Source: an optimization exercise on an open RTL-to-GDS flow (aim: small area and a short achievable clock period). Production flows keep margins and buffers that such runs may drop. Where RTL was checked, it was by simulation tests only, not by an equivalence proof against the original. Function not checked in runs 1 to 3: the RTL went through the layout flow alone. Power figures rest on the tool's default switching activity, not on a simulated workload.

===== design/flow/design.v =====
module axis_boxcar_fir_mc #(
  parameter int CH        = 2,
  parameter int DW_IN     = 32,
  parameter int DW_OUT    = 32,
  parameter int LEN_L_MAX = 6,
  parameter int DECI_W    = 16,
  localparam int LW       = $clog2(LEN_L_MAX + 1)
) (
  input  logic                   a_clk,
  input  logic                   a_reset,
  input  logic [LW-1:0]          len_l,
  input  logic [DECI_W-1:0]      deci,
  input  logic                   next_dv,
  input  logic [CH*DW_IN-1:0]    S_AXIS_tdata,
  input  logic                   S_AXIS_tvalid,
  output logic [CH*DW_OUT-1:0]   M_AXIS_tdata,
  output logic                   M_AXIS_tvalid,
  input  logic                   M_AXIS_tready,
  output logic                   overrun
);
  localparam int DEPTH = 2 ** LEN_L_MAX;
  localparam int FW    = LEN_L_MAX + 1;
  localparam int SW    = DW_IN + LEN_L_MAX;
  localparam int NL    = LEN_L_MAX + 1;
  function automatic logic [SW-1:0] sx(input logic [DW_IN-1:0] v);
    sx = {{LEN_L_MAX{v[DW_IN-1]}}, v};
  endfunction
  logic [CH*DW_IN-1:0]       line_r [DEPTH];
  logic [FW-1:0]             fill_r;
  logic                      full_r;
  logic                      almost_r;
  logic [DECI_W-1:0]         dcnt_r;
  logic                      dz_r;
  logic [LW-1:0]             len_q_r;
  logic [NL-1:0]             lsel_r;
  logic [DECI_W-1:0]         deci_q_r;
  logic [SW-1:0]             as_r    [CH];
  logic [SW-1:0]             ac_r    [CH];
  logic                      s1_vld_r;
  logic [LW-1:0]             len_c_s;
  logic [NL-1:0]             lsel_s;
  logic                      accept_s;
  logic                      restart_s;
  logic [FW-1:0]             winq_s;
  logic                      step_nr_s;
  logic                      emit_nr_s;
  logic                      dle1_s;
  logic                      dle2_s;
  logic                      step_rs_s;
  logic                      emit_rs_s;
  logic [FW-1:0]             fill_n_s;
  logic                      full_n_s;
  logic                      almost_n_s;
  logic [DECI_W-1:0]         dcnt_n_s;
  logic                      dz_n_s;
  logic                      emit_s;
  logic [SW-1:0]             bias_s;
  logic [SW-1:0]             old_s   [CH];
  logic [SW-1:0]             y_s     [CH];
  logic [SW-1:0]             x_s     [CH];
  logic [SW-1:0]             s1_s    [CH];
  logic [SW-1:0]             c1_s    [CH];
  logic [SW-1:0]             c1s_s   [CH];
  logic [SW-1:0]             s2_s    [CH];
  logic [SW-1:0]             c2_s    [CH];
  logic [SW-1:0]             as_n_s  [CH];
  logic [SW-1:0]             ac_n_s  [CH];
  logic [SW-1:0]             tot_s   [CH];
  logic [CH*DW_OUT-1:0]      out_s;
  logic                      load_s;
  always_comb begin
    if (len_l > LW'(LEN_L_MAX)) begin
      len_c_s = LW'(LEN_L_MAX);
    end else begin
      len_c_s = len_l;
    end
    for (int l = 0; l < NL; l++) begin
      lsel_s[l] = (len_c_s == LW'(l));
    end
    accept_s  = S_AXIS_tvalid & next_dv;
    restart_s = (len_c_s != len_q_r) || (deci != deci_q_r);
    bias_s    = '0;
    bias_s[LEN_L_MAX-1] = !lsel_s[0];
    dle1_s = (deci <= DECI_W'(1));
    dle2_s = (deci <= DECI_W'(2));
  end
  always_comb begin
    winq_s    = FW'(1) << len_q_r;
    step_nr_s = accept_s && (full_r || almost_r);
    emit_nr_s = step_nr_s && dz_r;
    step_rs_s = accept_s && lsel_s[0];
    emit_rs_s = step_rs_s && dle1_s;
    if (restart_s) begin
      fill_n_s   = accept_s ? FW'(1) : FW'(0);
      full_n_s   = accept_s && lsel_s[0];
      almost_n_s = accept_s ? lsel_s[1] : lsel_s[0];
      if (step_rs_s && !dle1_s) begin
        dcnt_n_s = DECI_W'(2);
        dz_n_s   = dle2_s;
      end else begin
        dcnt_n_s = DECI_W'(1);
        dz_n_s   = dle1_s;
      end
      emit_s     = emit_rs_s;
    end else begin
      if (accept_s && !full_r) begin
        fill_n_s   = fill_r + FW'(1);
        full_n_s   = almost_r;
        almost_n_s = (fill_r + FW'(2) == winq_s);
      end else begin
        fill_n_s   = fill_r;
        full_n_s   = full_r;
        almost_n_s = almost_r;
      end
      if (step_nr_s) begin
        if (dz_r) begin
          dcnt_n_s = DECI_W'(1);
          dz_n_s   = (deci_q_r <= DECI_W'(1));
        end else begin
          dcnt_n_s = dcnt_r + DECI_W'(1);
          dz_n_s   = (dcnt_r + DECI_W'(1) == deci_q_r);
        end
      end else begin
        dcnt_n_s = dcnt_r;
        dz_n_s   = dz_r;
      end
      emit_s     = emit_nr_s;
    end
  end
  always_comb begin
    for (int c = 0; c < CH; c++) begin
      old_s[c] = '0;
      x_s[c]   = '0;
      for (int l = 0; l < NL; l++) begin
        old_s[c] = old_s[c]
                 | ((sx(line_r[(1 << l) - 1][c*DW_IN +: DW_IN]) << (LEN_L_MAX - l))
                    & {SW{lsel_r[l]}});
        x_s[c]   = x_s[c]
                 | ((sx(S_AXIS_tdata[c*DW_IN +: DW_IN]) << (LEN_L_MAX - l))
                    & {SW{lsel_s[l]}});
      end
    end
  end
  always_comb begin
    for (int c = 0; c < CH; c++) begin
      y_s[c]   = full_r ? ~old_s[c] : '0;
      s1_s[c]  = as_r[c] ^ ac_r[c] ^ y_s[c];
      c1_s[c]  = (as_r[c] & ac_r[c]) | (as_r[c] & y_s[c]) | (ac_r[c] & y_s[c]);
      c1s_s[c] = {c1_s[c][SW-2:0], full_r};
      s2_s[c]  = s1_s[c] ^ c1s_s[c] ^ x_s[c];
      c2_s[c]  = (s1_s[c] & c1s_s[c]) | (s1_s[c] & x_s[c]) | (c1s_s[c] & x_s[c]);
      if (restart_s) begin
        as_n_s[c] = accept_s ? x_s[c] : '0;
        ac_n_s[c] = bias_s;
      end else if (accept_s) begin
        as_n_s[c] = s2_s[c];
        ac_n_s[c] = {c2_s[c][SW-2:0], 1'b0};
      end else begin
        as_n_s[c] = as_r[c];
        ac_n_s[c] = ac_r[c];
      end
    end
  end
  always_comb begin
    for (int c = 0; c < CH; c++) begin
      tot_s[c] = as_r[c] + ac_r[c];
      out_s[c*DW_OUT +: DW_OUT] = DW_OUT'(tot_s[c][LEN_L_MAX +: DW_IN]);
    end
    load_s = s1_vld_r && !restart_s;
  end
  always_ff @(posedge a_clk) begin
    if (accept_s) begin
      line_r[0] <= S_AXIS_tdata;
      for (int i = 1; i < DEPTH; i++) begin
        line_r[i] <= line_r[i-1];
      end
    end
  end
  always_ff @(posedge a_clk) begin
    if (a_reset) begin
      fill_r        <= '0;
      full_r        <= 1'b0;
      almost_r      <= 1'b1;
      dcnt_r        <= DECI_W'(1);
      dz_r          <= 1'b1;
      len_q_r       <= '0;
      lsel_r        <= NL'(1);
      deci_q_r      <= '0;
      s1_vld_r      <= 1'b0;
      M_AXIS_tdata  <= '0;
      M_AXIS_tvalid <= 1'b0;
      overrun       <= 1'b0;
      for (int c = 0; c < CH; c++) begin
        as_r[c] <= '0;
        ac_r[c] <= '0;
      end
    end else begin
      len_q_r  <= len_c_s;
      lsel_r   <= lsel_s;
      deci_q_r <= deci;
      fill_r   <= fill_n_s;
      full_r   <= full_n_s;
      almost_r <= almost_n_s;
      dcnt_r   <= dcnt_n_s;
      dz_r     <= dz_n_s;
      s1_vld_r <= emit_s;
      for (int c = 0; c < CH; c++) begin
        as_r[c] <= as_n_s[c];
        ac_r[c] <= ac_n_s[c];
      end
      if (load_s) begin
        M_AXIS_tdata  <= out_s;
        M_AXIS_tvalid <= 1'b1;
        if (M_AXIS_tvalid && !M_AXIS_tready) begin
          overrun <= 1'b1;
        end
      end else if (M_AXIS_tvalid && M_AXIS_tready) begin
        M_AXIS_tvalid <= 1'b0;
      end
    end
  end
endmodule

===== design/flow/run.sh =====
#!/bin/bash
# synth_recipe.tcl (not shown) runs the flow's synth.tcl, then flattens the netlist and writes it again
# the make line also repeats each setting of config.mk as NAME=value (left out here)
make -C /OpenROAD-flow-scripts/flow DESIGN_CONFIG=/design/flow/config.mk WORK_HOME=/design/flow/orfs CLKGATE_MAP_FILE= SYNTH_SCRIPT=/design/flow/synth_recipe.tcl finish

===== design/flow/config.mk =====
export PLATFORM = sky130hd
export DESIGN_NAME = axis_boxcar_fir_mc
export DESIGN_NICKNAME = axis_boxcar_fir_mc
export VERILOG_FILES = /design/flow/design.v
export SDC_FILE = /design/flow/constraint.sdc
export NUM_CORES = 4
export LEC_CHECK = 0
export CAP_MARGIN = 20
export CORE_MARGIN = 2
export CORE_UTILIZATION = 40
export CTS_CLUSTER_DIAMETER = 100
export CTS_CLUSTER_SIZE = 30
export SETUP_SLACK_MARGIN = 5
export SLEW_MARGIN = 20
export SYNTH_MEMORY_MAX_BITS = 8192

===== design/flow/constraint.sdc =====
create_clock -name core_clock -period 8.5 [get_ports {a_clk}]
set_input_delay 1.7000 -clock core_clock [delete_from_list [all_inputs] [get_ports {a_clk}]]
set_output_delay 1.7000 -clock core_clock [all_outputs]
set_load 0.01 [all_outputs]

==> results.tsv, run 1 <==
stage	metric	value	unit
final_layout	Filler cells	30400	
setup_path	worst-path fanout max	7	
pwr	Max VDD drop	0.000178	V
routing	DRT Pass-1 Iters	6	
setup_path	crit path DAT	4.34	ns
pwr	Pwr per Cell Area	221	nW/um^2
final_layout	Cell Count, Final, Fillers Out	12300	
timing	Least-Margin Pin Slew	1.14	ns
placed_design	Placed Cells	11900	
flow_run	max cap viols	0	
logic_synthesis	Top FF cell, synth	edfxtp_1	
setup_path	crit path kind	input pin to flip-flop	
routing	drt total wl	281	mm
clock_tree	H-tree depth	4	
clock_tree	Clk pin slew, worst setup/hold paths	0.12	ns
floorplanning	Die Ht	609	um
logic_synthesis	Syn Inst Count	7091	
timing	hold_ws	0.374	ns
logic_synthesis	syn avg cell area	20.6	um^2
pwr	Lkg Pwr	0.0520	uW
timing	unrepaired setup endpoints after global routing	true	
global_route	Total Routing Usage GR	0.145	
clock_tree	Root Buffer	clkbuf_16	
floorplanning	die area	370000	um^2
routing	DRT antenna net count	0	
final_layout	share of cells above drive strength 1	0.0787	
logic_synthesis	register area share after synthesis	0.878	
timing	Final min period	3.51	ns
clock_tree	CTS tree	built	
clock_tree	largest buffer count on any clock path	4	
setup_path	Reg2Reg Depth	12	
clock_tree	hold buffer count at cts	0	
timing	Fin. Hold Viols	0	
logic_synthesis	number of synthesized flops with an enable pin	4096	
setup_path	Setup crit start kind	input pin	
logic_synthesis	Cell Area, Synth	146000	um^2
final_layout	Area growth syn-to-layout	10.4	%
global_route	pin count of the biggest net entering global routing	214	
setup_path	CP required	9.32	ns
logic_synthesis	distinct cell type count of the synthesized netlist	72	
timing	Setup TNS	0	ns
routing	via count	63900	
placed_design	Place WS	2.46	ns
run_status	status	complete, no violations	
floorplanning	core area	363000	um^2
routing	drt drc	0	
pwr	Final Total Pwr	35700	uW
min_path	hold path depth	0	
timing	relative max-transition margin	0.242	
placed_design	gpl congestion	0.843	
global_route	initial antenna violation count	62	
placed_design	detailed placement HPWL	155	mm
timing	setup ws final	4.99	ns
floorplanning	Die W	609	um
logic_synthesis	Syn Nets	7402	
timing	final worst-path cycle share	0.413	
timing	Max Fclk	285	MHz
logic_synthesis	Post-synth ARST share	0	
min_path	Hold/Removal Path Class	flip-flop to flip-flop	
routing	Routed WL per cell	23.0	um
global_route	first-pass GRT wire length	404	mm
floorplanning	row count	221	
global_route	vias in the first global route	60400	
floorplanning	Starting Density	0.403	
global_route	GRT Residual Overflow	0	
placed_design	# port buffers	153	
timing	final setup vio count	0	
setup_path	Critical Path Sink Type	flip-flop	
clock_tree	worst skew pair latency	0.92	ns
timing	clk_skew	0.0757	ns
final_layout	NumNets Final	7683	
floorplanning	I/O pin total	154	
clock_tree	Sink Count	4365	
routing	DR vias/cell	5.22	
clock_tree	CTS Buf Count	176	
timing	fin. max-slew vios	0	
logic_synthesis	Synth Register Bits	4365	
routing	First DRT Iteration DRCs	8136	
logic_synthesis	synth warn	15	
## cells in the final DEF, fill, tap and decap left out, types with 28 or more instances in the layout
cell type and instances:
nand4_1 30, a31oi_1 84, fa_1 146, clkbuf_16 185, ha_1 77, a21oi_1 313
dfxtp_4 52, nor2b_1 30, xor2_1 31, o21ai_0 117, nor3_1 40, inv_1 46
edfxtp_1 4096, mux2i_1 28, buf_4 94, dlygate4sd2_1 60, a22o_1 127, xnor2_1 53
dfxtp_1 210, a21o_1 31, nand3_1 52, a22oi_1 155, nor2_1 234, nand2_1 506
clkbuf_1 48, clkdlybuf4s50_1 62
## flip-flops by register name, summed over array words and instances, names as in the netlist
register       cells
dcnt_r            16
M_AXIS_tvalid      1
almost_r           1
as_r              76
line_r          4096
dz_r               1
lsel_r             7
len_q_r            3
deci_q_r          16
s1_vld_r           1
overrun            1
fill_r             7
full_r             1
ac_r              74
M_AXIS_tdata      64
## routing by layer
layer  routed length (um)  share of wire  GRT usage
met1               126000           0.45      0.214
met2               127000           0.45      0.218
met3                18500          0.066     0.0260
met4                 9640          0.034     0.0479
met5                  114        0.00041          0
## cell families after synthesis
kind of cell,Yosys count,synth area share
buffers and inverters,297,0.00777
flip-flops,4365,0.878
multiplexers,47,0.00354
AO/OA/AOI/OAI,1050,0.0481
XOR/XNOR,88,0.00527
adder cells (fa/ha/maj),223,0.0266
AND/OR/NAND/NOR,1021,0.0305
## final cells by class
| type | count | area, um^2 | share of cell area |
|---|---|---|---|
| inverters | 50 | 209 | 0.00129 |
| multi-input cells | 2442 | 17400 | 0.108 |
| well taps | 4794 | 6000 | 0.0372 |
| diodes | 14 | 35.0 | 0.000217 |
| clock buffers | 227 | 4660 | 0.0289 |
| flip-flops and latches | 4365 | 129000 | 0.797 |
| repair inverters | 3 | 26.3 | 0.000163 |
| clock inverters | 21 | 307 | 0.00190 |
| repair buffers | 334 | 4120 | 0.0255 |
## cells in the mapped netlist, types with 8 or more instances
library cell	number	area share
a211oi_1	27	0.0014
a222oi_1	8	0.00055
o21a_1	12	0.00062
clkbuf_1	211	0.0054
a21oi_1	318	0.011
inv_1	49	0.0013
a31oi_1	84	0.0036
mux2i_1	28	0.0019
a211o_1	9	0.00054
nor2b_1	30	0.0013
or3_1	11	0.00047
fa_1	146	0.020
edfxtp_1	4096	0.84
buf_2	11	0.00038
and3_1	20	0.00086
nand2b_1	12	0.00051
nand3b_1	8	0.00041
and4_1	11	0.00066
a22oi_1	155	0.0080
buf_1	24	0.00062
o21ai_0	123	0.0042
mux2_2	17	0.0013
o311ai_0	8	0.00048
a221o_1	10	0.00068
nand3_1	54	0.0018
o21bai_1	8	0.00041
nor4_1	15	0.00064
a22o_1	127	0.0076
ha_1	77	0.0066
and2_1	8	0.00034
a221oi_1	17	0.0010
o31ai_1	8	0.00041
o211ai_1	15	0.00077
nor2_1	243	0.0062
a21o_1	31	0.0016
nor3_1	43	0.0015
a21boi_0	8	0.00041
nand4_1	30	0.0013
xnor2_1	53	0.0032
dfxtp_1	269	0.037
xor2_1	35	0.0021
a2111oi_0	56	0.0034
nand2_1	510	0.013
## path summary, 6_finish.rpt
kind	start	end	slack, ns
min	line_r[24][26]$_DFFE_PP_	line_r[25][26]$_DFFE_PP_	0.37
min reg2reg	line_r[24][26]$_DFFE_PP_	line_r[25][26]$_DFFE_PP_	0.37
max reg2reg	lsel_r[2]$_SDFF_PP0_	as_r[0][25]$_SDFFE_PP0P_	5.04
max	len_l[2]	M_AXIS_tdata[44]$_SDFFE_PP0P_	4.99
## report_power, final
part | leakage [uW] | internal [uW] | switching [uW]
registers | 0.0407 | 24300 | 278
clock network | 0.00241 | 3990 | 6060
logic | 0.00895 | 284 | 810
## critical path: stages
cell and delay, ns:
buf_12 0.12, buf_16 0.15, xor2_4 0.19, nor4_4 0.32, o21ai_4 0.10, or4_4 0.61, or2_4 0.31, buf_12 0.16
or4_4 0.54, a21oi_2 0.13
## repair_timing
action / 4_1_cts / 5_1_grt
resized for setup: 316 / 107
pin swaps: 15 / 22
cloned: 29 / 10
buffers inserted: 41 / 10
setup endpoints to repair: 3767 / 591
## per-stage QoR
| step | util | cell area (um^2) |
|---|---|---|
| floorplan | - | 146000 |
| global placement | 0.424 | 154000 |
| detailed placement | 0.424 | 154000 |
| CTS | 0.443 | 161000 |
| global route | 0.444 | 161000 |
| finish | 0.445 | 161000 |
==> inputs of run 2 (changes only) <==
==> design/flow/flow/run.sh (new file) <==
#!/bin/bash
# Standard ORFS layout with two sizing knobs changed: resizing may swap cells of
# different footprints, and ports are buffered with a plain buffer cell.
set -euo pipefail
bash standard.sh MATCH_CELL_FOOTPRINT=0 "BUFFER_PORTS_ARGS=-buffer_cell sky130_fd_sc_hd__buf_4" finish > make_finish.log 2>&1
==> design/flow/standard.sh (new file) <==
#!/bin/bash
# synth_recipe.tcl (not shown) runs the flow's synth.tcl, then flattens the netlist and writes it again
# the make line also repeats each setting of config.mk as NAME=value (left out here)
make -C /OpenROAD-flow-scripts/flow DESIGN_CONFIG=/design/flow/config.mk WORK_HOME=/design/flow/orfs CLKGATE_MAP_FILE= SYNTH_SCRIPT=/design/flow/synth_recipe.tcl "${@:-finish}"
removed: design/flow/run.sh
==> results.tsv, run 2 <==
stage	metric	value	unit	change
logic_synthesis	Top FF cell, synth	edfxtp_1		
setup_path	worst-path fanout max	168		+161
min_path	hold path startpoint	line_r[28][31]$_DFFE_PP_		
logic_synthesis	syn avg cell area	20.6	um^2	unchanged
clock_tree	CTS tree	built		
timing	final worst-path cycle share	0.411		-0.00214
routing	DRT Pass-1 Iters	8		+2
logic_synthesis	register area share after synthesis	0.878		unchanged
final_layout	max reg flops	4096		unchanged
setup_path	register-to-register setup slack	5.11	ns	+0.07 ns
logic_synthesis	top cell type's share of synthesized area	0.841		unchanged
global_route	Total Routing Usage GR	0.140		-0.00497
final_layout	leading cell type in the layout, fill and taps excluded	edfxtp_1		
timing	Max Fclk	286	MHz	+0.52%
global_route	initial antenna violation count	47		-24%
clock_tree	Clk pin slew, worst setup/hold paths	0.11	ns	about the same
setup_path	Critical Path Sink Type	flip-flop		
logic_synthesis	number of synthesized flops with an enable pin	4096		unchanged
timing	unrepaired setup endpoints after global routing	true		
min_path	Hold/Removal Path Class	flip-flop to flip-flop		
timing	clk_skew	0.0791	ns	+0.00338 ns
setup_path	Critical R2R Launch	lsel_r[5]$_SDFF_PP0_		
flow_run	max cap viols	0		unchanged
logic_synthesis	Synth Register Bits	4365		unchanged
routing	DR vias/cell	5.18		-0.67%
floorplanning	Die Ht	609	um	unchanged
logic_synthesis	count leader, synth	edfxtp_1		
floorplanning	Die W	609	um	unchanged
clock_tree	Sink Count	4365		unchanged
placed_design	detailed placement HPWL	157	mm	+1.0%
logic_synthesis	Cell Area, Synth	146000	um^2	unchanged
clock_tree	hold buffer count at cts	0		unchanged
routing	via count	63200		-1.1%
routing	DRT antenna net count	0		unchanged
final_layout	Largest regs	line_r (4096), as_r (76), ac_r (74)		
logic_synthesis	distinct cell type count of the synthesized netlist	72		unchanged
pwr	Lkg Pwr	0.0513	uW	-1.4%
setup_path	Reg2Reg Depth	10		-2
setup_path	CP required	8.99	ns	-0.33 ns
final_layout	Area growth syn-to-layout	9.36	%	
global_route	GRT Residual Overflow	0		unchanged
setup_path	Crit Reg-Reg Endpoint	as_r[0][16]$_SDFFE_PP0P_		
pwr	Max VDD drop	0.000173	V	-2.8%
timing	Least-Margin Pin Slew	1.16	ns	+0.0284 ns
logic_synthesis	Syn Nets	7402		unchanged
logic_synthesis	synth cell count leaders	4,096 x edfxtp_1, 510 x nand2_1, 318 x a21oi_1		
min_path	hold endpoint	line_r[29][31]$_DFFE_PP_		
setup_path	crit path DAT	3.99	ns	-0.35 ns
setup_path	crit path kind	input pin to flip-flop		
clock_tree	largest buffer count on any clock path	4		unchanged
placed_design	gpl congestion	0.851		+0.89%
clock_tree	H-tree depth	4		unchanged
run_status	status	complete, no violations		
pwr	Pwr per Cell Area	224	nW/um^2	+1.3%
clock_tree	worst skew pair latency	0.92	ns	about the same
placed_design	Place WS	3.19	ns	+0.732 ns
timing	setup ws final	5.00	ns	+0.0182 ns
timing	Final min period	3.50	ns	-0.0182 ns
final_layout	largest register by flop count	line_r		
logic_synthesis	Synth area leader	edfxtp_1		
logic_synthesis	top cells by area, synth	edfxtp_1 84%, dfxtp_1 3.7%, fa_1 2.0%		
setup_path	Setup crit start kind	input pin		
logic_synthesis	synth warn	15		unchanged
timing	Setup TNS	0	ns	unchanged
floorplanning	row count	221		unchanged
global_route	first-pass GRT wire length	393	mm	-2.7%
final_layout	NumNets Final	7635		-0.62%
timing	fin. max-slew vios	0		unchanged
min_path	hold path depth	0		unchanged
floorplanning	Starting Density	0.403		unchanged
clock_tree	CTS Buf Count	178		+1.1%
clock_tree	Root Buffer	clkbuf_16		
final_layout	share of cells above drive strength 1	0.0816		+0.00282
floorplanning	I/O pin total	154		unchanged
placed_design	# port buffers	153		unchanged
timing	relative max-transition margin	0.224		-0.0189
timing	Fin. Hold Viols	0		unchanged
logic_synthesis	Syn Inst Count	7091		unchanged
routing	drt total wl	271	mm	-3.6%
final_layout	most frequent cells in the layout	4,096 x edfxtp_1, 507 x nand2_1, 318 x a21oi_1, 261 x dfxtp_1, 234 x nor2_1		
timing	final setup vio count	0		unchanged
global_route	vias in the first global route	60100		-0.47%
floorplanning	core area	363000	um^2	unchanged
routing	Routed WL per cell	22.2	um	-3.2%
routing	First DRT Iteration DRCs	8312		+2.2%
logic_synthesis	Post-synth ARST share	0		unchanged
global_route	pin count of the biggest net entering global routing	212		-0.93%
routing	drt drc	0		unchanged
floorplanning	die area	370000	um^2	unchanged
-- run 2: cell type report --
| cell class | count | area (um^2) |
|---|---|---|
| fill | 30600 | 203000 |
| sequential | 4365 | 128000 |
| multi-input combinational | 2439 | 17200 |
| tap | 4794 | 6000 |
| clock buffer | 237 | 4740 |
| timing repair buffer | 287 | 2840 |
| clock inverter | 24 | 392 |
| inverter | 50 | 216 |
| timing repair inverter | 3 | 33.8 |
| antenna | 3 | 7.51 |
-- run 2: worst max-delay path by stage --
stage	start	to	slack, ns	cells past startpoint
after CTS	S_AXIS_tvalid	line_r[60][3]$_DFFE_PP_	4.96	5
after global placement	len_l[1]	as_r[0][3]$_SDFFE_PP0P_	3.27	12
final	S_AXIS_tvalid	line_r[49][22]$_DFFE_PP_	5.00	6
after detailed placement	len_l[1]	as_r[0][4]$_SDFFE_PP0P_	3.19	11
after floorplan	S_AXIS_tvalid	line_r[0][0]$_DFFE_PP_	-3.86	5
after global routing	as_r[0][7]$_SDFFE_PP0P_	M_AXIS_tdata[17]$_SDFFE_PP0P_	4.94	9
-- run 2: routing by layer --
layer / global-route usage / up-vias / part of all wire
met4: 0.0448 / 10 / 0.035
met2: 0.212 / 1988 / 0.45
met5: 0 / - / 0.00025
li1: - / 28000 / -
met1: 0.207 / 32800 / 0.45
met3: 0.0230 / 505 / 0.060
-- run 2: what timing repair did --
action | CTS | global route
buffers inserted | 22 | 6
cloned | 11 | 7
resized for setup | 96 | 41
pin swaps | 12 | 6
setup endpoints to repair | 2060 | 1447
-- run 2: worst max-delay path, cell delays in order --
cell       delay [ns]
buf_4            0.11
nand2_8          0.26
clkinv_16        0.22
buf_12           0.17
buf_12           0.37
buf_16           0.56
-- run 2: power by group --
part           switching (uW)  internal [uW]  total (uW)
Combinational             780            249        1030
Sequential                277          24300       24600
Clock                    6130           4090       10200
-- run 2: cell families (layout without fill, tap and decap cells) --
| kind of cell | Yosys count | in the layout | synth area share |
|---|---|---|---|
| buffers and inverters | 297 | 601 | 0.00777 |
| and+or+nand+nor | 1021 | 1031 | 0.0305 |
| AOI/OAI and AO/OA | 1050 | 1050 | 0.0481 |
| xor gates and xnor gates | 88 | 88 | 0.00527 |
| adders and majority gates | 223 | 223 | 0.0266 |
| muxes | 47 | 47 | 0.00354 |
| other | 0 | 3 | 0 |
| DFF | 4365 | 4365 | 0.878 |
-- run 2: through the flow --
step                hold slack, ns  utilization  cell area (um^2)  total power [uW]  std cells
floorplan                    0.400            -            146000             25900       7091
global route                 0.384        0.440            160000             37100      12200
finish                       0.367        0.440            160000             35800      12200
detailed placement           0.405        0.423            154000             26000      11900
global placement             0.400        0.423            153000             26000      11900
CTS                          0.361        0.439            159000             36300      12200
==> inputs of run 3 (changes only) <==
==> design/flow/flow/run.sh (replaced) <==
#!/bin/bash
# Standard ORFS layout with a few repair knobs changed: resizing may swap cells
# of different footprints, ports are buffered with a plain buffer cell, and the
# setup repair aims at the given slack margin.
set -euo pipefail
bash standard.sh MATCH_CELL_FOOTPRINT=0 "BUFFER_PORTS_ARGS=-buffer_cell sky130_fd_sc_hd__buf_4" SETUP_SLACK_MARGIN=5.6 finish > make_finish.log 2>&1
--- a/design/flow/config.mk
+++ b/design/flow/config.mk
@@ -8,8 +8,7 @@
 export CAP_MARGIN = 20
 export CORE_MARGIN = 2
 export CORE_UTILIZATION = 40
-export CTS_CLUSTER_DIAMETER = 100
-export CTS_CLUSTER_SIZE = 30
-export SETUP_SLACK_MARGIN = 5
+export CTS_CLUSTER_DIAMETER = 70
+export CTS_CLUSTER_SIZE = 25
 export SLEW_MARGIN = 20
 export SYNTH_MEMORY_MAX_BITS = 8192
==> results.tsv, run 3 <==
stage	metric	value	unit	change
final_layout	leading cell type in the layout, fill and taps excluded	edfxtp_1		
timing	final worst-path cycle share	0.388		-0.0236
logic_synthesis	Post-synth ARST share	0		unchanged
final_layout	most frequent cells in the layout	4,096 x edfxtp_1, 475 x nand2_1, 273 x clkbuf_16, 227 x nor2_1, 210 x buf_4		
logic_synthesis	syn avg cell area	20.6	um^2	unchanged
setup_path	register-to-register setup slack	5.30	ns	+0.19 ns
final_layout	Largest regs	line_r (4096), as_r (76), ac_r (74)		
global_route	GRT Residual Overflow	0		unchanged
pwr	Max VDD drop	0.000187	V	+7.9%
clock_tree	CTS Buf Count	215		+21%
logic_synthesis	number of synthesized flops with an enable pin	4096		unchanged
logic_synthesis	count leader, synth	edfxtp_1		
routing	drt total wl	301	mm	+11%
timing	unrepaired setup endpoints after global routing	true		
clock_tree	largest buffer count on any clock path	4		unchanged
logic_synthesis	Synth Register Bits	4365		unchanged
global_route	Total Routing Usage GR	0.155		+0.0156
routing	First DRT Iteration DRCs	8784		+5.7%
setup_path	CP required	9.25	ns	+0.26 ns
setup_path	Slowest-stage cell, CP	or4_4		
timing	fin. max-slew vios	0		unchanged
clock_tree	H-tree depth	4		unchanged
pwr	Pwr per Cell Area	223	nW/um^2	-0.68%
timing	Final min period	3.30	ns	-0.201 ns
pwr	Lkg Pwr	0.0538	uW	+5.0%
placed_design	detailed placement HPWL	157	mm	unchanged
setup_path	cell-by-cell trace of the critical path	buf_12, xor2_4, nor4_4, nand3_1, buf_6, or4_4, buf_6, buf_12, or2_4, nand2_2, a21oi_1		
global_route	initial antenna violation count	46		-2.1%
timing	Setup TNS	0	ns	unchanged
logic_synthesis	Synth area leader	edfxtp_1		
timing	final setup vio count	0		unchanged
timing	Fin. Hold Viols	0		unchanged
global_route	first-pass GRT wire length	429	mm	+9.1%
setup_path	Critical Path Sink Type	flip-flop		
setup_path	crit path kind	input pin to flip-flop		
logic_synthesis	top cell type's share of synthesized area	0.841		unchanged
clock_tree	worst skew pair latency	0.94	ns	+0.02 ns
placed_design	gpl congestion	0.851		unchanged
final_layout	share of cells above drive strength 1	0.150		+0.0686
floorplanning	Die Ht	609	um	unchanged
floorplanning	Starting Density	0.403		unchanged
logic_synthesis	Cell Area, Synth	146000	um^2	unchanged
routing	drt drc	0		unchanged
final_layout	Final Util	0.458		+0.0180
logic_synthesis	Syn Nets	7402		unchanged
clock_tree	Clk pin slew, worst setup/hold paths	0.09	ns	-0.02 ns
final_layout	max reg flops	4096		unchanged
global_route	vias in the first global route	62800		+4.6%
setup_path	crit path DAT	4.05	ns	+0.06 ns
timing	Max Fclk	303	MHz	+6.1%
final_layout	largest register by flop count	line_r		
global_route	pin count of the biggest net entering global routing	212		unchanged
final_layout	NumNets Final	7881		+3.2%
floorplanning	die area	370000	um^2	unchanged
setup_path	worst-path fanout max	7		-96%
logic_synthesis	top cells by area, synth	edfxtp_1 84%, dfxtp_1 3.7%, fa_1 2.0%		
timing	relative max-transition margin	0.223		-0.000979
logic_synthesis	Syn Inst Count	7091		unchanged
min_path	hold path depth	0		unchanged
logic_synthesis	distinct cell type count of the synthesized netlist	72		unchanged
setup_path	Setup crit start kind	input pin		
floorplanning	row count	221		unchanged
clock_tree	hold buffer count at cts	0		unchanged
floorplanning	core area	363000	um^2	unchanged
run_status	status	complete, no violations		
clock_tree	Sink Count	4365		unchanged
routing	via count	66200		+4.6%
logic_synthesis	synth cell count leaders	4,096 x edfxtp_1, 510 x nand2_1, 318 x a21oi_1		
routing	DRT Pass-1 Iters	19		+11
placed_design	# port buffers	153		unchanged
floorplanning	Die W	609	um	unchanged
logic_synthesis	synth warn	15		unchanged
floorplanning	I/O pin total	154		unchanged
timing	clk_skew	0.0800	ns	+0.000902 ns
routing	DRT antenna net count	0		unchanged
setup_path	Reg2Reg Depth	9		-1
min_path	Hold/Removal Path Class	flip-flop to flip-flop		
timing	hold_ws	0.380	ns	+0.0127 ns
timing	Least-Margin Pin Slew	1.17	ns	+0.00147 ns
setup_path	Slowest Stage Delay on Critical Path	0.60	ns	+0.04 ns
clock_tree	CTS tree	built		
final_layout	Area growth syn-to-layout	13.8	%	
clock_tree	Root Buffer	clkbuf_16		
flow_run	max cap viols	0		unchanged
logic_synthesis	Top FF cell, synth	edfxtp_1		
routing	DR vias/cell	5.30		+2.2%
logic_synthesis	register area share after synthesis	0.878		unchanged
routing	Routed WL per cell	24.1	um	+8.5%
-- run 3: metrics by stage --
| stage | area, um^2 | std cells | power (uW) | setup slack (ns) |
|---|---|---|---|---|
| 2_1_floorplan | 146000 | 7091 | 25900 | -3.86 |
| 3_3_place_gp | 153000 | 11900 | 26000 | 3.27 |
| 3_5_place_dp | 154000 | 11900 | 26000 | 3.19 |
| 4_1_cts | 165000 | 12400 | 37400 | 5.18 |
| 5_1_grt | 166000 | 12500 | 38300 | 5.11 |
| 6_report | 166000 | 12500 | 37000 | 5.20 |
-- run 3: routing by layer --
| layer | routed length [um] | part of all wire | GRT usage | vias up |
|---|---|---|---|---|
| met4 | 13600 | 0.045 | 0.0623 | 8 |
| met3 | 23800 | 0.079 | 0.0338 | 765 |
| met5 | 54 | 0.00018 | 0 | - |
| met1 | 130000 | 0.43 | 0.225 | 34200 |
| li1 | - | - | - | 28600 |
| met2 | 133000 | 0.44 | 0.229 | 2602 |
-- run 3: power breakdown --
| part | leakage (uW) | total, uW | internal, uW | switching [uW] |
|---|---|---|---|---|
| Clock | 0.00302 | 11300 | 4860 | 6450 |
| Combinational | 0.0101 | 1180 | 317 | 866 |
| Sequential | 0.0407 | 24500 | 24300 | 274 |
| Total | 0.0538 | 37000 | 29400 | 7590 |
-- run 3: path summary, 6_finish.rpt --
path                                  from                            end
hold reg to reg   line_r[38][26]$_DFFE_PP_       line_r[39][26]$_DFFE_PP_
hold / removal    line_r[38][26]$_DFFE_PP_       line_r[39][26]$_DFFE_PP_
setup reg to reg  as_r[1][21]$_SDFFE_PP0P_  M_AXIS_tdata[62]$_SDFFE_PP0P_
setup / recovery                   deci[1]  M_AXIS_tdata[10]$_SDFFE_PP0P_
-- run 3: worst max-delay path: cells and delay by family --
| family | cells | cell delay [ns] |
|---|---|---|
| AOI/OAI and AO/OA | 1 | 0.06 |
| xor gates and xnor gates | 1 | 0.18 |
| buffers and inverters | 4 | 0.59 |
| and+or+nand+nor | 5 | 1.49 |
-- run 3: layout make-up --
class	instances	area (um^2)
antenna	7	17.5
fill	29900	197000
clock buffer	292	5740
timing repair buffer	479	6420
clock inverter	38	504
tap	4794	6000
sequential	4365	129000
inverter	50	224
timing repair inverter	3	33.8
multi-input combinational	2456	18900
-- run 3: cell families (layout without fill, tap and decap cells) --
logic type	count (synthesis)	count (layout)	synth area share
DFF	4365	4365	0.878
xor gates and xnor gates	88	88	0.00527
other	0	7	0
and+or+nand+nor	1021	1048	0.0305
muxes	47	47	0.00354
buffers and inverters	297	862	0.00777
adders and majority gates	223	223	0.0266
AOI/OAI and AO/OA	1050	1050	0.0481
-- run 3: timing repair --
item	CTS	global route
pin swaps	81	101
setup buffers	111	32
gates cloned	101	11
endpoints found under the setup margin	4068	308
resized for setup	588	229
==> inputs of run 4 (changes only) <==
--- a/design/flow/design.v
+++ b/design/flow/design.v
@@ -40,6 +40,7 @@
   logic [LW-1:0]             len_c_s;
   logic [NL-1:0]             lsel_s;
   logic                      accept_s;
+  logic [LW-1:0]             len_x_s;
   logic                      restart_s;
   logic [FW-1:0]             winq_s;
   logic                      step_nr_s;
@@ -78,7 +79,9 @@
       lsel_s[l] = (len_c_s == LW'(l));
     end
     accept_s  = S_AXIS_tvalid & next_dv;
-    restart_s = (len_c_s != len_q_r) || (deci != deci_q_r);
+    len_x_s   = len_l ^ len_q_r;
+    restart_s = len_x_s[2] || len_x_s[1] || (len_x_s[0] && !lsel_r[LEN_L_MAX])
+             || (deci != deci_q_r);
     bias_s    = '0;
     bias_s[LEN_L_MAX-1] = !lsel_s[0];
     dle1_s = (deci <= DECI_W'(1));
--- a/design/flow/config.mk
+++ b/design/flow/config.mk
@@ -8,7 +8,7 @@
 export CAP_MARGIN = 20
 export CORE_MARGIN = 2
 export CORE_UTILIZATION = 40
-export CTS_CLUSTER_DIAMETER = 70
-export CTS_CLUSTER_SIZE = 25
+export CTS_CLUSTER_DIAMETER = 90
+export CTS_CLUSTER_SIZE = 28
 export SLEW_MARGIN = 20
 export SYNTH_MEMORY_MAX_BITS = 8192
==> results.tsv, run 4 <==
stage	metric	value	unit	change
global_route	initial antenna violation count	50		+8.7%
setup_path	Critical Path Sink Type	flip-flop		
clock_tree	largest buffer count on any clock path	4		unchanged
global_route	pin count of the biggest net entering global routing	160		-25%
logic_synthesis	Syn Nets	7338		-0.86%
logic_synthesis	count leader, synth	edfxtp_1		
final_layout	Area growth syn-to-layout	14.3	%	
setup_path	Slowest-stage cell, CP	fa_1		
final_layout	most frequent cells in the layout	4,096 x edfxtp_1, 515 x nand2_1, 271 x a21oi_1, 259 x buf_4, 254 x clkbuf_16		
clock_tree	Sink Count	4365		unchanged
logic_synthesis	Post-synth ARST share	0		unchanged
routing	DR vias/cell	5.25		-0.86%
setup_path	CP required	9.30	ns	+0.05 ns
pwr	Lkg Pwr	0.0541	uW	+0.40%
clock_tree	H-tree depth	4		unchanged
timing	Setup TNS	0	ns	unchanged
timing	fin. max-slew vios	0		unchanged
routing	DRT antenna net count	0		unchanged
timing	clk_skew	0.0534	ns	-0.0267 ns
pwr	Max VDD drop	0.000155	V	-17%
timing	setup ws final	5.29	ns	+0.0843 ns
timing	unrepaired setup endpoints after global routing	true		
placed_design	gpl congestion	0.833		-2.1%
routing	First DRT Iteration DRCs	8756		-0.32%
pwr	Pwr per Cell Area	219	nW/um^2	-1.7%
logic_synthesis	Top FF cell, synth	edfxtp_1		
final_layout	Filler cells	29800		-0.45%
global_route	first-pass GRT wire length	425	mm	-0.98%
timing	Fin. Hold Viols	0		unchanged
logic_synthesis	register area share after synthesis	0.880		+0.00133
run_status	status	complete, no violations		
setup_path	crit path DAT	4.01	ns	-0.04 ns
floorplanning	core area	363000	um^2	about the same
final_layout	largest register by flop count	line_r		
final_layout	share of cells above drive strength 1	0.163		+0.0124
logic_synthesis	distinct cell type count of the synthesized netlist	83		+15%
setup_path	worst-path fanout max	6		-1
routing	via count	65400		-1.1%
routing	Routed WL per cell	24.2	um	+0.55%
global_route	vias in the first global route	61400		-2.3%
timing	Max Fclk	311	MHz	+2.6%
final_layout	Final Util	0.460		+0.00165
final_layout	NumNets Final	7854		-0.34%
clock_tree	Clk pin slew, worst setup/hold paths	0.10	ns	about the same
logic_synthesis	top cell type's share of synthesized area	0.843		+0.00128
timing	final worst-path cycle share	0.378		-0.00992
global_route	Total Routing Usage GR	0.155		-0.000970
routing	DRT Pass-1 Iters	6		-13
logic_synthesis	synth cell count leaders	4,096 x edfxtp_1, 551 x nand2_1, 327 x a21oi_1		
logic_synthesis	number of synthesized flops with an enable pin	4096		unchanged
logic_synthesis	Synth Register Bits	4365		unchanged
timing	final setup vio count	0		unchanged
routing	drt total wl	302	mm	+0.27%
floorplanning	Die W	608	um	about the same
floorplanning	row count	221		unchanged
setup_path	cell-by-cell trace of the critical path	buf_16, clkinvlp_4, buf_6, buf_12, buf_6, buf_8, nor2_4, buf_12, a222oi_1, nand2_1, fa_1, nand2_1, a21oi_1, a31oi_1, nor2_1		
final_layout	max reg flops	4096		unchanged
logic_synthesis	syn avg cell area	20.8	um^2	+0.76%
floorplanning	I/O pin total	154		unchanged
min_path	Hold/Removal Path Class	flip-flop to flip-flop		
logic_synthesis	top cells by area, synth	edfxtp_1 84%, dfxtp_1 3.7%, fa_1 2.0%		
final_layout	Largest regs	line_r (4096), as_r (76), ac_r (74)		
setup_path	Setup crit start kind	input pin		
clock_tree	CTS tree	built		
flow_run	max cap viols	0		unchanged
timing	relative max-transition margin	0.389		+0.166
global_route	GRT Residual Overflow	0		unchanged
placed_design	Place WS	3.24	ns	+0.0522 ns
logic_synthesis	Syn Inst Count	7027		-0.90%
timing	Least-Margin Pin Slew	0.916	ns	-0.250 ns
clock_tree	CTS Buf Count	188		-13%
clock_tree	hold buffer count at cts	0		unchanged
timing	Final min period	3.21	ns	-0.0843 ns
setup_path	Slowest Stage Delay on Critical Path	0.50	ns	-0.10 ns
routing	drt drc	0		unchanged
placed_design	detailed placement HPWL	153	mm	-2.3%
clock_tree	worst skew pair latency	0.92	ns	-0.02 ns
setup_path	crit-path leading delay family	buffers and inverters		
placed_design	# port buffers	153		unchanged
floorplanning	die area	370000	um^2	-0.15%
setup_path	crit path kind	input pin to flip-flop		
setup_path	worst path buffer plus inverter count	7		+3
final_layout	leading cell type in the layout, fill and taps excluded	edfxtp_1		
logic_synthesis	Synth area leader	edfxtp_1		
floorplanning	Starting Density	0.402		about the same
floorplanning	Die Ht	608	um	about the same
logic_synthesis	Cell Area, Synth	146000	um^2	-0.15%
logic_synthesis	synth warn	15		unchanged
clock_tree	Root Buffer	clkbuf_16		
## run 4: cell types whose count changed after synthesis, moves of 9 or more
cell / before / now
nor2_1: 243 / 229
mux2_2: 17 / 27
o21ai_0: 123 / 87
nor3_1: 43 / 32
a22o_1: 127 / 80
nand2_1: 510 / 551
xor2_1: 35 / 44
clkbuf_1: 211 / 189
xnor2_1: 53 / 66
nand3_1: 54 / 45
a221o_1: 10 / 23
and3_1: 20 / 6
a21oi_1: 318 / 327
## run 4: layout make-up
class | count | area [um^2] | share of cell area
Tap cell | 4794 | 6000 | 0.0359
Sequential cell | 4365 | 129000 | 0.770
Antenna cell | 13 | 32.5 | 0.000195
Clock inverter | 34 | 557 | 0.00334
Multi-Input combinational cell | 2387 | 18900 | 0.113
Timing Repair inverter | 5 | 50.0 | 0.000300
Inverter | 47 | 292 | 0.00175
Clock buffer | 256 | 5020 | 0.0301
Timing Repair Buffer | 549 | 7440 | 0.0446
## run 4: per-stage QoR
step           cells  area, um^2  power [uW]  hold slack [ns]
2_1_floorplan   7027      146000       25900            0.400
3_3_place_gp   11800      153000       26000            0.400
3_5_place_dp   11800      153000       26000            0.405
4_1_cts        12300      164000       36900            0.386
5_1_grt        12400      167000       37800            0.383
6_report       12500      167000       36500            0.388
## run 4: worst reg2reg max path, delay by kind of cell (launching register included)
kind | cells | cell delay, ns
buf+inv | 3 | 0.46
fa+ha+maj | 2 | 1.04
compound gates | 4 | 0.89
simple gates | 3 | 0.26
flops | 1 | 0.38
## run 4: kinds of logic (layout without fill, tap and decap cells)
kind of cell / after synthesis / after routing / share of synthesized area
flops: 4365 / 4365 / 0.880
compound gates: 997 / 997 / 0.0458
simple gates: 992 / 1001 / 0.0292
buf+inv: 284 / 891 / 0.00764
fa+ha+maj: 223 / 223 / 0.0266
xor+xnor: 110 / 110 / 0.00660
mux: 56 / 56 / 0.00450
other cells: 0 / 13 / 0
## run 4: final timing paths
kind,from,endpoint,slack (ns),depth (start not counted)
max,len_l[0],as_r[0][20]$_SDFFE_PP0P_,5.29,15
max reg2reg,lsel_r[5]$_SDFF_PP0_,as_r[1][6]$_SDFFE_PP0P_,5.35,12
min,line_r[43][60]$_DFFE_PP_,line_r[44][60]$_DFFE_PP_,0.39,0
min reg2reg,line_r[43][60]$_DFFE_PP_,line_r[44][60]$_DFFE_PP_,0.39,0
## run 4: repair_timing
item | CTS | global route
cloned | 83 | 14
gates resized for setup | 618 | 276
pin swaps | 121 | 230
setup buffers | 129 | 90
setup endpoints to repair | 3531 | 1933
## run 4: per-layer routing
| layer | GRT usage | wire, um | up-vias |
|---|---|---|---|
| li1 | - | - | 28300 |
| met1 | 0.227 | 131000 | 33900 |
| met2 | 0.229 | 134000 | 2489 |
| met3 | 0.0286 | 23100 | 630 |
| met4 | 0.0607 | 13500 | 22 |
| met5 | 0 | 134 | - |
## run 4: power by group
part           switching [uW]  internal [uW]  total (uW)
combinational             917            419        1340
clock                    6320           4300       10600
sequential                280          24300       24600
==> inputs of run 5 (changes only) <==
--- a/design/flow/config.mk
+++ b/design/flow/config.mk
@@ -12,3 +12,4 @@
 export CTS_CLUSTER_SIZE = 28
 export SLEW_MARGIN = 20
 export SYNTH_MEMORY_MAX_BITS = 8192
+export TNS_END_PERCENT = 5
==> results.tsv, run 5 <==
stage	metric	value	unit	change
run_status	status	complete, no violations		
floorplanning	row count	221		unchanged
timing	clk_skew	0.0501	ns	-0.00329 ns
pwr	Internal	28900	uW	-0.31%
final_layout	share of cells above drive strength 1	0.108		-0.0548
setup_path	Slowest Stage Delay on Critical Path	0.54	ns	+0.04 ns
flow_run	max cap viols	0		unchanged
timing	Fin. Hold Viols	0		unchanged
placed_design	Place WS	3.24	ns	unchanged
setup_path	Crit Reg-Reg Endpoint	dz_r$_SDFFE_PP1P_		
routing	DR vias/cell	5.21		-0.91%
pwr	Lkg Pwr	0.0525	uW	-2.9%
global_route	GRT Residual Overflow	0		unchanged
clock_tree	Root Buffer	clkbuf_16		
final_layout	max reg flops	4096		unchanged
pwr	Gate power share	0.032		-0.005
placed_design	gpl congestion	0.833		unchanged
timing	relative max-transition margin	0.413		+0.0239
final_layout	NumNets Final	7693		-2.0%
clock_tree	CTS tree	built		
setup_path	Setup crit start kind	input pin		
setup_path	Critical R2R Launch	dcnt_r[0]$_SDFFE_PP1P_		
logic_synthesis	Cell Area, Synth	146000	um^2	unchanged
clock_tree	Clk pin slew, worst setup/hold paths	0.10	ns	about the same
floorplanning	I/O pin total	154		unchanged
pwr	Pwr per Cell Area	223	nW/um^2	+2.1%
routing	Routed WL per cell	23.4	um	-3.4%
timing	Setup TNS	0	ns	unchanged
setup_path	cell-by-cell trace of the critical path	buf_16, clkinvlp_4, buf_6, buf_4, nand2_1, o21ai_0, mux4_2, a21o_1, fa_1, nand2_1, a21oi_1, a31oi_1, nor2_1		
timing	unrepaired setup endpoints after global routing	true		
logic_synthesis	number of synthesized flops with an enable pin	4096		unchanged
timing	hold_ws	0.387	ns	-0.000315 ns
logic_synthesis	Top FF cell, synth	edfxtp_1		
final_layout	Largest regs	line_r (4096), as_r (76), ac_r (74)		
setup_path	crit-path leading delay family	compound AO/OA/AOI/OAI gates		
floorplanning	Die Ht	608	um	unchanged
floorplanning	Die W	608	um	unchanged
global_route	pin count of the biggest net entering global routing	172		+7.5%
logic_synthesis	Syn Nets	7338		unchanged
floorplanning	core area	363000	um^2	unchanged
logic_synthesis	Synth Register Bits	4365		unchanged
logic_synthesis	count leader, synth	edfxtp_1		
floorplanning	Starting Density	0.402		unchanged
min_path	hold path depth	0		unchanged
setup_path	Reg2Reg Depth	10		-2
logic_synthesis	synth cell count leaders	4,096 x edfxtp_1, 551 x nand2_1, 327 x a21oi_1		
routing	drt drc	0		unchanged
placed_design	# port buffers	153		unchanged
timing	Least-Margin Pin Slew	0.881	ns	-0.0359 ns
setup_path	crit path kind	input pin to flip-flop		
final_layout	leading cell type in the layout, fill and taps excluded	edfxtp_1		
final_layout	Filler cells	30300		+1.5%
routing	First DRT Iteration DRCs	8379		-4.3%
min_path	hold endpoint	line_r[44][60]$_DFFE_PP_		
final_layout	largest register by flop count	line_r		
logic_synthesis	distinct cell type count of the synthesized netlist	83		unchanged
routing	via count	64000		-2.2%
global_route	first-pass GRT wire length	414	mm	-2.4%
clock_tree	Sink Count	4365		unchanged
timing	final setup vio count	0		unchanged
clock_tree	worst skew pair latency	0.90	ns	-0.02 ns
floorplanning	die area	370000	um^2	unchanged
routing	DRT antenna net count	0		unchanged
logic_synthesis	top cells by area, synth	edfxtp_1 84%, dfxtp_1 3.7%, fa_1 2.0%		
clock_tree	H-tree depth	4		unchanged
pwr	Max VDD drop	0.000155	V	about the same
setup_path	crit path DAT	4.09	ns	+0.08 ns
setup_path	worst path buffer plus inverter count	4		-3
pwr	switching power	7420	uW	-1.3%
logic_synthesis	syn avg cell area	20.8	um^2	unchanged
pwr	clock share of power	0.292		about the same
logic_synthesis	Syn Inst Count	7027		unchanged
setup_path	worst-path fanout max	9		+3
clock_tree	largest buffer count on any clock path	4		unchanged
timing	final worst-path cycle share	0.380		+0.00257
setup_path	Critical Path Sink Type	flip-flop		
final_layout	Final Instance Area	163000	um^2	-2.6%
routing	drt total wl	288	mm	-4.6%
pwr	Seq pwr share	0.676		+0.003
logic_synthesis	top cell type's share of synthesized area	0.843		unchanged
clock_tree	CTS Buf Count	188		unchanged
final_layout	Area growth syn-to-layout	11.4	%	
setup_path	register-to-register setup slack	5.40	ns	+0.05 ns
timing	Final min period	3.23	ns	+0.0218 ns
setup_path	Slowest-stage cell, CP	fa_1		
global_route	Total Routing Usage GR	0.150		-0.00435
global_route	initial antenna violation count	49		-2.0%
min_path	hold path startpoint	line_r[43][60]$_DFFE_PP_		
min_path	Hold/Removal Path Class	flip-flop to flip-flop		
setup_path	cell mode on critical path	nand2_1		
logic_synthesis	Post-synth ARST share	0		unchanged
logic_synthesis	register area share after synthesis	0.880		unchanged
routing	DRT Pass-1 Iters	6		unchanged
timing	setup ws final	5.27	ns	-0.0218 ns
final_layout	Final Util	0.448		-0.0118
global_route	vias in the first global route	60700		-1.2%
pwr	sw frac	0.204		-0.00160
final_layout	most frequent cells in the layout	4,096 x edfxtp_1, 544 x nand2_1, 324 x a21oi_1, 247 x buf_4, 236 x dfxtp_1		
logic_synthesis	synth warn	15		unchanged
placed_design	dpl cell area	153000	um^2	unchanged
placed_design	detailed placement HPWL	153	mm	unchanged
timing	Max Fclk	309	MHz	-0.68%
setup_path	CP required	9.36	ns	+0.06 ns
logic_synthesis	Synth area leader	edfxtp_1		
timing	fin. max-slew vios	0		unchanged
run 5: logic make-up (layout without fill, tap and decap cells):
logic type,count (synthesis),count (layout),share of synthesized area
xor gates and xnor gates,110,110,0.00660
other,0,12,0
adders and majority gates,223,223,0.0266
AOI/OAI and AO/OA,997,997,0.0458
buffers and inverters,284,731,0.00764
DFF,4365,4365,0.880
and+or+nand+nor,992,1000,0.0292
muxes,56,56,0.00450
run 5: timing repair:
action,CTS,global route
pin swaps,57,0
endpoints found under the setup margin,3531,3011
gates cloned,51,7
gates resized for setup,340,17
hold buffers,0,0
setup buffers,97,0
run 5: cell type report:
type,instances,area (um^2),area share
Antenna cell,12,30.0,0.000185
Inverter,47,254,0.00156
Clock buffer,256,5020,0.0309
Tap cell,4794,6000,0.0369
Sequential cell,4365,128000,0.790
Clock inverter,34,557,0.00342
Timing Repair inverter,3,27.5,0.000169
Timing Repair Buffer,391,4820,0.0296
Multi-Input combinational cell,2386,17400,0.107
run 5: worst max-delay path by stage:
| stage | from | end | slack (ns) | cells after the start |
|---|---|---|---|---|
| global route | M_AXIS_tdata[24]$_SDFFE_PP0P_ | M_AXIS_tdata[24] | 5.22 | 1 |
| global placement | len_l[1] | M_AXIS_tdata[25]$_SDFFE_PP0P_ | 3.30 | 11 |
| finish | len_l[0] | as_r[0][10]$_SDFFE_PP0P_ | 5.27 | 13 |
| floorplan | S_AXIS_tvalid | line_r[0][0]$_DFFE_PP_ | -3.86 | 5 |
| detailed placement | len_l[0] | ac_r[1][32]$_SDFFE_PP0P_ | 3.24 | 8 |
| CTS | M_AXIS_tdata[24]$_SDFFE_PP0P_ | M_AXIS_tdata[24] | 5.20 | 1 |
run 5: through the flow:
step,power (uW),instances
after CTS,36800,12300
after detailed placement,26000,11800
after global placement,26000,11800
after floorplan,25900,7027
after global routing,37600,12300
final,36300,12300
run 5: metal layers:
metal	track usage	wire [um]	vias to the layer above
met3	0.0278	20700	548
li1	-	-	28000
met4	0.0580	11800	22
met2	0.222	127000	2208
met1	0.221	128000	33200
met5	0	138	-
run 5: power groups by stage:
stage	Sequential (uW)	Clock, uW	Combinational (uW)
2_1_floorplan	25300	0	631
3_3_place_gp	25100	0	935
3_5_place_dp	25100	0	967
4_1_cts	24600	11100	1150
5_1_grt	24600	11700	1250
6_report	24600	10600	1160
==> inputs of run 6 (changes only) <==
--- a/design/flow/config.mk
+++ b/design/flow/config.mk
@@ -7,9 +7,9 @@
 export LEC_CHECK = 0
 export CAP_MARGIN = 20
 export CORE_MARGIN = 2
-export CORE_UTILIZATION = 40
+export CORE_UTILIZATION = 50
 export CTS_CLUSTER_DIAMETER = 90
 export CTS_CLUSTER_SIZE = 28
 export SLEW_MARGIN = 20
 export SYNTH_MEMORY_MAX_BITS = 8192
-export TNS_END_PERCENT = 5
+export TNS_END_PERCENT = 10
==> results.tsv, run 6 <==
stage	metric	value	unit	change
run_status	status	complete, no violations		
timing	Fin. Hold Viols	0		unchanged
logic_synthesis	synth warn	15		unchanged
timing	final worst-path cycle share	0.372		-0.00793
setup_path	Critical Path Sink Type	output port		
placed_design	Placed Cells	10900		-7.5%
clock_tree	CTS tree	built		
setup_path	crit-path leading delay family	flip-flops		
timing	setup ws final	5.33	ns	+0.0674 ns
final_layout	Filler cells	21400		-29%
timing	clk_skew	0.0437	ns	-0.00634 ns
routing	DRT Pass-1 Iters	8		+2
floorplanning	core area	291000	um^2	-20%
timing	unrepaired setup endpoints after global routing	true		
timing	relative max-transition margin	0.254		-0.159
clock_tree	CTS Buf Count	186		-1.1%
timing	Final min period	3.17	ns	-0.0674 ns
placed_design	detailed placement HPWL	149	mm	-2.7%
final_layout	share of cells above drive strength 1	0.134		+0.0266
timing	Setup TNS	0	ns	unchanged
setup_path	crit path kind	flip-flop to output port		
logic_synthesis	Synth Register Bits	4365		unchanged
floorplanning	Die W	544	um	-10%
routing	First DRT Iteration DRCs	7572		-9.6%
global_route	first-pass GRT wire length	409	mm	-1.2%
pwr	Final Total Pwr	36200	uW	-0.38%
timing	Least-Margin Pin Slew	1.12	ns	+0.239 ns
global_route	Total Routing Usage GR	0.189		+0.0384
timing	final setup vio count	0		unchanged
floorplanning	Starting Density	0.502		+0.0999
final_layout	max reg flops	4096		unchanged
final_layout	NumNets Final	7778		+1.1%
logic_synthesis	Cell Area, Synth	146000	um^2	unchanged
final_layout	Area growth syn-to-layout	11.8	%	
global_route	vias in the first global route	60300		-0.57%
pwr	Lkg Pwr	0.0531	uW	+1.2%
pwr	Max VDD drop	0.000214	V	+39%
routing	DRT antenna net count	0		unchanged
final_layout	Cell Count, Final, Fillers Out	11400		-6.8%
flow_run	max cap viols	0		unchanged
clock_tree	Sink Count	4365		unchanged
routing	drt drc	0		unchanged
clock_tree	largest buffer count on any clock path	4		unchanged
setup_path	worst path buffer plus inverter count	1		-3
global_route	initial antenna violation count	34		-31%
logic_synthesis	number of synthesized flops with an enable pin	4096		unchanged
timing	Max Fclk	316	MHz	+2.1%
logic_synthesis	count leader, synth	edfxtp_1		
clock_tree	Root Buffer	clkbuf_16		
logic_synthesis	Syn Nets	7338		unchanged
routing	drt total wl	288	mm	+0.28%
logic_synthesis	top cell type's share of synthesized area	0.843		unchanged
clock_tree	worst skew pair latency	0.93	ns	+0.03 ns
setup_path	worst-path fanout max	2		-7
placed_design	# port buffers	153		unchanged
setup_path	crit path DAT	1.47	ns	-2.62 ns
routing	via count	64100		+0.18%
logic_synthesis	register area share after synthesis	0.880		unchanged
placed_design	gpl congestion	0.846		+1.6%
global_route	pin count of the biggest net entering global routing	204		+19%
floorplanning	I/O pin total	154		unchanged
logic_synthesis	Syn Inst Count	7027		unchanged
logic_synthesis	Post-synth ARST share	0		unchanged
final_layout	leading cell type in the layout, fill and taps excluded	edfxtp_1		
floorplanning	row count	198		-10%
placed_design	Place WS	3.42	ns	+0.180 ns
setup_path	Setup crit start kind	flip-flop		
clock_tree	hold buffer count at cts	0		unchanged
final_layout	Largest regs	line_r (4096), as_r (76), ac_r (74)		
final_layout	most frequent cells in the layout	4,096 x edfxtp_1, 535 x nand2_1, 313 x a21oi_1, 257 x buf_4, 234 x clkbuf_16		
pwr	Pwr per Cell Area	222	nW/um^2	-0.78%
logic_synthesis	Top FF cell, synth	edfxtp_1		
setup_path	Slowest-stage cell, CP	dfxtp_4		
logic_synthesis	syn avg cell area	20.8	um^2	unchanged
setup_path	Slowest Stage Delay on Critical Path	0.43	ns	-0.11 ns
floorplanning	die area	296000	um^2	-20%
logic_synthesis	top cells by area, synth	edfxtp_1 84%, dfxtp_1 3.7%, fa_1 2.0%		
timing	fin. max-slew vios	0		unchanged
global_route	GRT Residual Overflow	0		unchanged
floorplanning	Die Ht	544	um	-10%
logic_synthesis	distinct cell type count of the synthesized netlist	83		unchanged
setup_path	cell-by-cell trace of the critical path	buf_6		
logic_synthesis	synth cell count leaders	4,096 x edfxtp_1, 551 x nand2_1, 327 x a21oi_1		
final_layout	largest register by flop count	line_r		
routing	Routed WL per cell	25.2	um	+7.6%
logic_synthesis	Synth area leader	edfxtp_1		
clock_tree	H-tree depth	4		unchanged
setup_path	CP required	6.80	ns	-2.56 ns
clock_tree	Clk pin slew, worst setup/hold paths	0.11	ns	about the same
routing	DR vias/cell	5.60		+7.5%
min_path	Hold/Removal Path Class	flip-flop to flip-flop		
## run 6: power breakdown
part,switching [uW],internal (uW)
Combinational,871,356
Sequential,273,24300
Clock,6190,4220
Total,7330,28900
## run 6: cell type report
cell class              instances  area (um^2)  area share
repair buffers                474         5930      0.0363
diodes                         13         32.5    0.000199
well taps                    3900         4880      0.0299
clock inverters                30          474     0.00291
repair inverters                6         57.6    0.000353
flip-flops and latches       4365       129000       0.788
multi-input cells            2387        18100       0.111
clock buffers                 226         4850      0.0297
inverters                      47          275     0.00169
## run 6: logic make-up (layout without fill, tap and decap cells)
group,after synthesis,in the layout,synth area share
compound gates,997,997,0.0458
xor+xnor,110,110,0.00660
fa+ha+maj,223,223,0.0266
buf+inv,284,783,0.00764
flops,4365,4365,0.880
mux,56,56,0.00450
other cells,0,13,0
simple gates,992,1001,0.0292
## run 6: final timing paths
check                                startpoint                        to  slack [ns]  cells after the start
setup / recovery  M_AXIS_tdata[17]$_SDFFE_PP0P_          M_AXIS_tdata[17]        5.33                      1
hold / removal         line_r[40][61]$_DFFE_PP_  line_r[41][61]$_DFFE_PP_        0.39                      0
setup reg to reg           lsel_r[6]$_SDFF_PP0_  as_r[0][10]$_SDFFE_PP0P_        5.41                     12
hold reg to reg        line_r[40][61]$_DFFE_PP_  line_r[41][61]$_DFFE_PP_        0.39                      0
## run 6: timing repair
action	in CTS	in global routing
hold endpoints to repair	0	0
pin swaps	129	30
gates cloned	64	10
resized for setup	514	114
buffers inserted	142	25
setup endpoints to repair	4008	1599
## run 6: stage by stage
| step | util | hold WS (ns) | area, um^2 |
|---|---|---|---|
| after detailed placement | 0.524 | 0.405 | 152000 |
| after global placement | 0.524 | 0.400 | 152000 |
| after CTS | 0.559 | 0.400 | 162000 |
| after global routing | 0.562 | 0.403 | 163000 |
| final | 0.562 | 0.388 | 163000 |
| after floorplan | - | 0.400 | 146000 |
## run 6: metal layers
metal	vias to the layer above	global-route usage	wire length, um	share of wire
li1	28100	-	-	-
met1	33300	0.278	125000	0.43
met2	2131	0.282	132000	0.46
met3	603	0.0324	19100	0.066
met4	4	0.0754	12300	0.043
met5	-	0	22	0.000076
==> inputs of run 7 (changes only) <==
--- a/design/flow/config.mk
+++ b/design/flow/config.mk
@@ -7,7 +7,7 @@
 export LEC_CHECK = 0
 export CAP_MARGIN = 20
 export CORE_MARGIN = 2
-export CORE_UTILIZATION = 50
+export CORE_UTILIZATION = 56
 export CTS_CLUSTER_DIAMETER = 90
 export CTS_CLUSTER_SIZE = 28
 export SLEW_MARGIN = 20
==> results.tsv, run 7 <==
stage	metric	value	unit	change
routing	drt total wl	288	mm	-0.19%
setup_path	CP startpoint	len_l[0]		
clock_tree	largest buffer count on any clock path	3		-1
run_status	status	complete, no violations		
final_layout	most frequent cells in the layout	4,096 x edfxtp_1, 529 x nand2_1, 290 x a21oi_1, 238 x buf_4, 229 x clkbuf_16		
timing	final worst-path cycle share	0.378		+0.00517
logic_synthesis	post-synthesis compound-gate area fraction	0.0458		unchanged
final_layout	leading cell type in the layout, fill and taps excluded	edfxtp_1		
logic_synthesis	Syn Inst Count	7027		unchanged
routing	DRT Pass-1 Iters	6		-2
routing	Routed WL per cell	26.3	um	+4.2%
logic_synthesis	largest family of logic cells by synthesized area	compound AO/OA/AOI/OAI gates		
routing	DR vias/cell	5.88		+5.0%
floorplanning	I/O pin total	154		unchanged
timing	final setup vio count	0		unchanged
timing	Fin. Hold Viols	0		unchanged
setup_path	worst-path fanout max	6		+4
pwr	Lkg Pwr	0.0534	uW	+0.49%
final_layout	register area	129000	um^2	about the same
logic_synthesis	Cell Area, Synth	146000	um^2	unchanged
setup_path	register-to-register setup slack	5.39	ns	-0.02 ns
routing	drt drc	0		unchanged
routing	DRT antenna net count	0		unchanged
min_path	Hold/Removal Path Class	flip-flop to flip-flop		
logic_synthesis	Syn Nets	7338		unchanged
final_layout	share of cells above drive strength 1	0.146		+0.0119
final_layout	NumNets Final	7800		+0.28%
placed_design	gpl congestion	0.844		-0.19%
timing	fin. max-slew vios	0		unchanged
timing	Setup TNS	0	ns	unchanged
placed_design	# port buffers	153		unchanged
clock_tree	Clk pin slew, worst setup/hold paths	0.11	ns	about the same
placed_design	Placed Cells	10400		-4.6%
clock_tree	CTS tree	built		
clock_tree	CTS Buf Count	181		-2.7%
setup_path	Reg2Reg Depth	10		-2
final_layout	largest register by flop count	line_r		
final_layout	Cell Count, Final, Fillers Out	11000		-4.2%
global_route	initial antenna violation count	28		-18%
routing	First DRT Iteration DRCs	8263		+9.1%
setup_path	Setup crit start kind	input pin		
clock_tree	Sink Count	4365		unchanged
logic_synthesis	mux contribution to synthesized area	0.00450		unchanged
clock_tree	Root Buffer	clkbuf_16		
logic_synthesis	number of synthesized flops with an enable pin	4096		unchanged
setup_path	Critical Path Sink Type	flip-flop		
placed_design	detailed placement HPWL	148	mm	-0.69%
final_layout	Final Util	0.630		+0.0685
setup_path	end of the critical path	as_r[0][10]$_SDFFE_PP0P_		
global_route	Total Routing Usage GR	0.212		+0.0234
timing	Max Fclk	312	MHz	-1.4%
timing	Final min period	3.21	ns	+0.0440 ns
logic_synthesis	Synth Area in Adders	0.0266		unchanged
global_route	pin count of the biggest net entering global routing	217		+6.4%
logic_synthesis	Synth Area in Simple Gates	0.0292		unchanged
timing	Least-Margin Pin Slew	1.05	ns	-0.0683 ns
logic_synthesis	synth warn	15		unchanged
floorplanning	Die Ht	515	um	-5.5%
setup_path	crit path DAT	3.94	ns	+2.47 ns
logic_synthesis	syn avg cell area	20.8	um^2	unchanged
final_layout	Largest regs	line_r (4096), as_r (76), ac_r (74)		
logic_synthesis	register area share after synthesis	0.880		unchanged
logic_synthesis	Synth area leader	edfxtp_1		
timing	unrepaired setup endpoints after global routing	true		
pwr	Pwr per Cell Area	221	nW/um^2	-0.41%
setup_path	Slowest-stage cell, CP	mux4_2		
setup_path	CP required	9.23	ns	+2.43 ns
setup_path	Critical R2R Launch	lsel_r[6]$_SDFF_PP0_		
global_route	vias in the first global route	60200		-0.16%
floorplanning	die area	265000	um^2	-11%
global_route	GRT Residual Overflow	0		unchanged
==> run 7: metal layers <==
metal	global-route usage	share of wire	vias to the layer above
li1	-	-	28200
met1	0.326	0.45	33600
met2	0.308	0.45	2103
met3	0.0336	0.062	561
met4	0.0842	0.042	10
met5	0	0.00024	-
==> run 7: cells by family (layout without fill, tap and decap cells) <==
logic type / after synthesis / count (layout)
flip-flops: 4365 / 4365
AO/OA/AOI/OAI: 997 / 997
AND/OR/NAND/NOR: 992 / 1002
buffers and inverters: 284 / 797
adder cells (fa/ha/maj): 223 / 223
XOR/XNOR: 110 / 110
multiplexers: 56 / 56
other: 0 / 12
==> run 7: power breakdown <==
| group | switching [uW] | total (uW) | leakage [uW] | internal, uW |
|---|---|---|---|---|
| sequential | 276 | 24600 | 0.0407 | 24300 |
| combinational | 903 | 1290 | 0.0102 | 388 |
| clock | 6160 | 10300 | 0.00254 | 4100 |
| total | 7340 | 36100 | 0.0534 | 28800 |
==> run 7: how the worst min path moves through the flow <==
stage                             startpoint                       end  slack, ns  cells past startpoint
detailed placement    line_r[9][4]$_DFFE_PP_   line_r[10][4]$_DFFE_PP_       0.40                      0
CTS                 line_r[36][31]$_DFFE_PP_  line_r[37][31]$_DFFE_PP_       0.40                      0
finish              line_r[61][42]$_DFFE_PP_  line_r[62][42]$_DFFE_PP_       0.41                      0
global placement     line_r[24][0]$_DFFE_PP_   line_r[25][0]$_DFFE_PP_       0.40                      0
global route        line_r[10][31]$_DFFE_PP_  line_r[11][31]$_DFFE_PP_       0.41                      0
floorplan             line_r[9][0]$_DFFE_PP_   line_r[10][0]$_DFFE_PP_       0.40                      0
==> run 7: what timing repair did <==
action,CTS,global route
gates resized for setup,441,303
pin swaps,123,139
cloned,65,9
endpoints found under the setup margin,4315,2191
setup buffers,145,56
==> run 7: final cells by class <==
cell class | instances | share of cell area
timing repair inverter | 6 | 0.000352
clock buffer | 212 | 0.0289
inverter | 47 | 0.00154
antenna | 12 | 0.000184
timing repair buffer | 500 | 0.0398
sequential | 4365 | 0.786
tap | 3402 | 0.0260
multi-input combinational | 2388 | 0.114
clock inverter | 32 | 0.00314
==> run 7: stage by stage <==
| stage | area, um^2 | hold WS, ns | power, uW | setup slack [ns] |
|---|---|---|---|---|
| after floorplan | 146000 | 0.400 | 25900 | -3.86 |
| after global placement | 152000 | 0.400 | 26000 | 2.48 |
| after detailed placement | 152000 | 0.405 | 26000 | 2.48 |
| after CTS | 162000 | 0.400 | 36500 | 5.24 |
| after global routing | 164000 | 0.413 | 37300 | 5.18 |
| final | 164000 | 0.405 | 36100 | 5.29 |
==> run 7: worst max-delay path, delay by kind of cell <==
kind                     cells  cell delay [ns]
multiplexers                 2             0.84
adder cells (fa/ha/maj)      1             0.45
AO/OA/AOI/OAI                3             0.42
buffers and inverters        3             0.36
AND/OR/NAND/NOR              2             0.14

Re-timed with assumed drivers on the ports (clkbuf_16 on the clock, buf_2 on other inputs), run 7 has 5.134 ns of setup slack against 5.291 ns with ideal ports, and 4.169 ns once port delays also move by the mid clock arrival of 0.966 ns.
